Source: an optimization exercise on an open RTL-to-GDS flow (aim: small area, a short achievable clock period and few clock cycles). Production flows keep margins and buffers that such runs may drop. Function was checked by simulation only, so behaviour that the tests miss may differ from the original. No activity file was given, so power comes from the tool's default toggle rates.

## job 5317
## signed_int_to_decimal_ascii_top
module signed_int_to_decimal_ascii_top #(
  parameter int unsigned VALUE_BITS = sitda_pkg::VALUE_BITS_DEF
) (
  input  logic                         clk_i,
  input  logic                         rst_ni,
  input  logic                         in_valid_i,
  output logic                         in_ready_o,
  input  logic signed [VALUE_BITS-1:0] value_i,
  output logic                         out_valid_o,
  input  logic                         out_ready_i,
  output logic [sitda_pkg::CHAR_W-1:0] char_code_o,
  output logic                         last_char_o
);
  localparam int unsigned BcdW = sitda_pkg::BCD_W;
  localparam int unsigned PartW = 33;
  typedef struct packed {
    logic [3:0] n;
    logic       first;
    logic       last;
    logic       neg;
  } nib_t;
  typedef struct packed {
    logic       minus;
    logic [3:0] dig;
    logic       last;
  } och_t;
  logic            f_act_q;   
  logic [7:0]      fptr_q;    
  logic            h_v_q;     
  nib_t            h_q;
  logic            t_v_q;     
  nib_t            t_q;
  logic            cneg_q;    
  logic            czero_q;   
  logic            esingle_q;  
  logic            elast_q;   
  logic [PartW-1:0] bcd_q;
  logic            ebusy_q;
  logic            efirst_q;  
  logic            enegp_q;   
  logic            einc_q;    
  logic [9:0]      p1h_q;     
  logic [BcdW-1:0] dig_q;
  logic            o0_v_q;    
  och_t            o0_q;
  logic        neg;
  logic [31:0] u;
  logic [7:0]  flag;          
  logic [7:0]  first1h;       
  logic [7:0]  sel;
  nib_t        fnib;
  assign neg = value_i[VALUE_BITS-1];
  assign u   = value_i ^ {32{neg}};
  always_comb begin
    flag[0] = 1'b0;
    flag[1] = 1'b1;
    for (int j = 2; j < 8; j++) begin
      flag[j] = |u[4*j +: 4];
    end
    for (int j = 0; j < 8; j++) begin
      first1h[j] = flag[j] && !(|(flag & (8'hFF << (j+1))));
    end
  end
  assign sel = f_act_q ? fptr_q : first1h;
  always_comb begin
    for (int b = 0; b < 4; b++) begin
  ...
Settings: LEC_CHECK=0, ABC_AREA=1, CAP_MARGIN=10, CORE_MARGIN=2, CORE_UTILIZATION=40, CTS_BUF_LIST=sky130_fd_sc_hd__clkbuf_4 sky130_fd_sc_hd__clkbuf_8, SETUP_SLACK_MARGIN=2.0, SLEW_MARGIN=10; clock period 4.5 ns.
standard.sh (not shown) runs the stock make flow with config.mk's settings and CLKGATE_MAP_FILE= SYNTH_SCRIPT=/design/flow/synth_recipe.tcl, a recipe that flattens the netlist after the stock synthesis.
==> flow/flow/run.sh <==
#!/bin/bash
# The standard layout, with buf_1 cells as the port buffers instead of the default choice.
# Each step's full output goes to a log file of its own in this folder.
set -euo pipefail
bash standard.sh synth > synth.log 2>&1
bash standard.sh "BUFFER_PORTS_ARGS=-buffer_cell sky130_fd_sc_hd__buf_1" finish > layout.log 2>&1
Job 5317: full flow OK, the timing, DRC and antenna checks passed
Testbench counts of job 5317, summed over its fixed seeds: cycles 75,110.
--- input diff job 5317..job 6236 ---
-- flow/config.mk --
<<< job 5317, line 8
export ABC_AREA = 1
export CAP_MARGIN = 10
export CORE_MARGIN = 2
export CORE_UTILIZATION = 40
export CTS_BUF_LIST = sky130_fd_sc_hd__clkbuf_4 sky130_fd_sc_hd__clkbuf_8
export SETUP_SLACK_MARGIN = 2.0
export SLEW_MARGIN = 10
>>> job 6236, line 8
export ABC_AREA = 1
export CAP_MARGIN = 20
export CORE_MARGIN = 2
export CORE_UTILIZATION = 40
export PLACE_DENSITY = 0.7
export SETUP_SLACK_MARGIN = 2.0
export SLEW_MARGIN = 20
Notes after the runs:
Compared with job 5317, job 6236 shows total of fill cells in the finished design lower by 59. The area of the multi-input gates reported for job 6236 is smaller than that of job 5317 by about 0.7%. Going from job 5317 to job 6236, worst-case setup margin in the final layout lost 0.0042 ns; final area increased by 2.2% relative to the old numbers. | power | lower: job 5317 |. Power attributed to combinational cells: job 6236 vs job 5317, no meaningful difference.
Edits applied to the flow inputs when going from job 6236 to job 7843:
-- flow/config.mk --
<<< job 6236, line 11
export CORE_UTILIZATION = 40
export PLACE_DENSITY = 0.7
export SETUP_SLACK_MARGIN = 2.0
>>> job 7843, line 11
export CORE_UTILIZATION = 40
export CTS_BUF_LIST = sky130_fd_sc_hd__clkbuf_4 sky130_fd_sc_hd__clkbuf_8
export PLACE_DENSITY = 0.5
export SETUP_SLACK_MARGIN = 2.0
- The higher proportion of cell area occupied by multi-input gates came out of job 7843.
- Summary — via count, job 7843 relative to job 6236: lower, by 283.
- In job 7843 the placement-stage worst setup slack turned out 0.014 ns lower than in job 6236.
- Job 6236 → job 7843: transition time of the tightest slew-check pin now smaller, power now smaller.
- In the metrics for job 6236 and job 7843, the one carrying the higher utilization is job 6236.
- Part of the total power dissipated in combinational logic was higher in job 7843 than in job 6236.
- Final setup slack of the worst path came out higher on job 7843 than on job 6236.

Starting RTL as in the previous note.
==> flow/config.mk <==
export PLATFORM = sky130hd
export DESIGN_NAME = signed_int_to_decimal_ascii_top
export DESIGN_NICKNAME = signed_int_to_decimal_ascii_top
export VERILOG_FILES = /design/flow/design.v
export SDC_FILE = /design/flow/constraint.sdc
export NUM_CORES = 4
export LEC_CHECK = 0
export ABC_AREA = 1
export CAP_MARGIN = 20
export CORE_MARGIN = 2
export CORE_UTILIZATION = 40
export CTS_BUF_LIST = sky130_fd_sc_hd__clkbuf_4 sky130_fd_sc_hd__clkbuf_8
export SETUP_SLACK_MARGIN = 1.9
export SLEW_MARGIN = 20
==> flow/constraint.sdc <==
create_clock -name core_clock -period 4.5 [get_ports {clk_i}]
set_input_delay 0.9000 -clock core_clock [delete_from_list [all_inputs] [get_ports {clk_i}]]
set_output_delay 0.9000 -clock core_clock [all_outputs]
set_load 0.01 [all_outputs]
Scripts as last shown in full above: flow/flow/run.sh
Testbench counts at the start, summed over its fixed seeds: cycles 75,110.
Change:
==> flow/run.sh (new file) <==
#!/bin/bash
# synth_recipe.tcl (not shown) runs the flow's synth.tcl, then flattens the netlist and writes it again
# the make line also repeats each setting of config.mk as NAME=value (left out here)
make -C /OpenROAD-flow-scripts/flow DESIGN_CONFIG=/design/flow/config.mk WORK_HOME=/design/flow/orfs CLKGATE_MAP_FILE= SYNTH_SCRIPT=/design/flow/synth_recipe.tcl finish
--- a/flow/config.mk
+++ b/flow/config.mk
@@ -10,5 +10,4 @@
 export CORE_MARGIN = 2
 export CORE_UTILIZATION = 40
-export CTS_BUF_LIST = sky130_fd_sc_hd__clkbuf_4 sky130_fd_sc_hd__clkbuf_8
-export SETUP_SLACK_MARGIN = 1.9
+export SETUP_SLACK_MARGIN = 1.8
 export SLEW_MARGIN = 20
removed: flow/flow/run.sh
removed: flow/standard.sh
=> The new run finished clean. Hold slack is better by 0.19 ns. Die area does not change. Final area is higher by a few percent. Clock-buffer cell count went up by 1. Sequential share of layout area shrinks by 1.3 points. Fmax came out lower by a few percent. Cell count hardly moves. Utilization rose by 1.7 points.
Change:
==> flow/flow/run.sh (new file) <==
#!/bin/bash
# The standard layout, with buf_1 cells as the port buffers instead of the default choice.
# Each step's full output goes to a log file of its own in this folder.
set -euo pipefail
bash standard.sh synth > synth.log 2>&1
bash standard.sh "BUFFER_PORTS_ARGS=-buffer_cell sky130_fd_sc_hd__buf_1" finish > layout.log 2>&1
==> flow/standard.sh (new file) <==
#!/bin/bash
# synth_recipe.tcl (not shown) runs the flow's synth.tcl, then flattens the netlist and writes it again
# the make line also repeats each setting of config.mk as NAME=value (left out here)
make -C /OpenROAD-flow-scripts/flow DESIGN_CONFIG=/design/flow/config.mk WORK_HOME=/design/flow/orfs CLKGATE_MAP_FILE= SYNTH_SCRIPT=/design/flow/synth_recipe.tcl "${@:-finish}"
--- a/flow/config.mk
+++ b/flow/config.mk
@@ -9,5 +9,6 @@
 export CAP_MARGIN = 20
 export CORE_MARGIN = 2
-export CORE_UTILIZATION = 40
-export SETUP_SLACK_MARGIN = 1.8
+export CORE_UTILIZATION = 55
+export CTS_BUF_LIST = sky130_fd_sc_hd__clkbuf_4 sky130_fd_sc_hd__clkbuf_8
+export SETUP_SLACK_MARGIN = 2.0
 export SLEW_MARGIN = 20
removed: flow/run.sh
Outcome:
- utilization is higher by 15 points
- final area drops by 2.8%
- worst hold slack got worse by 0.18 ns
- setup slack is better by 0.13 ns
- wire length rises by 2.2%
- first-iteration DRC count increases by 36%
- maximum frequency increases by 5.4%
- critical path depth is unchanged
Change:
--- a/flow/config.mk
+++ b/flow/config.mk
@@ -9,6 +9,6 @@
 export CAP_MARGIN = 20
 export CORE_MARGIN = 2
-export CORE_UTILIZATION = 55
+export CORE_UTILIZATION = 40
 export CTS_BUF_LIST = sky130_fd_sc_hd__clkbuf_4 sky130_fd_sc_hd__clkbuf_8
-export SETUP_SLACK_MARGIN = 2.0
+export SETUP_SLACK_MARGIN = 2.1
 export SLEW_MARGIN = 20
After rerunning:
- first-iteration DRC count fell by 23%
- setup slack improved by 0.023 ns
- worst hold slack improved by 0.0042 ns
- core utilization fell by 15 points
- cell count rose by 6.6%
- die area rose by about 36%
- fmax rose by 0.96%
- clock-buffer cell count fell by 5
- cell area rose by about 4%
- synthesized cell count stays the same

afterwards: timing with drivers on the ports:
The results above use ideal ports. As a check the final layouts listed here were re-extracted and re-timed, cells and wires unchanged.
Step 1 (the two cells are an assumption about what drives the block):
set clk [get_ports {clk_i}]
set_driving_cell -lib_cell sky130_fd_sc_hd__clkbuf_16 $clk
set_driving_cell -lib_cell sky130_fd_sc_hd__buf_2 [delete_from_list [all_inputs] $clk]
Step 2 times the ports against the registers' clock, not the clock port: input delays grow and output delays shrink by t, the midpoint of the rising clock arrivals with the driver on.
Slacks: ideal / step 1 / step 2; pairs: ideal / step 1.
run	t (ns)	slack for setup (ns)	slew at the worst register clock pin (ns)
job 5317	0.479	2.073 / 2.034 / 1.656	0.08 / 0.08
job 6236	0.451	2.069 / 2.030 / 1.650	0.06 / 0.06
job 7843	0.484	2.100 / 2.059 / 1.648	0.08 / 0.08
the first run of note 2	0.474	2.040 / 1.997 / 1.629	0.08 / 0.08
the second run of note 2	0.455	1.941 / 1.895 / 1.594	0.05 / 0.05
the third run of note 2	0.481	2.072 / 2.033 / 1.766	0.08 / 0.08
the fourth run of note 2	0.490	2.095 / 2.048 / 1.757	0.09 / 0.09
After both steps every run listed still meets setup and hold. For job 7843, which loses most, drivers alone change the setup slack by -0.041 ns; drivers and shift together by -0.452 ns.
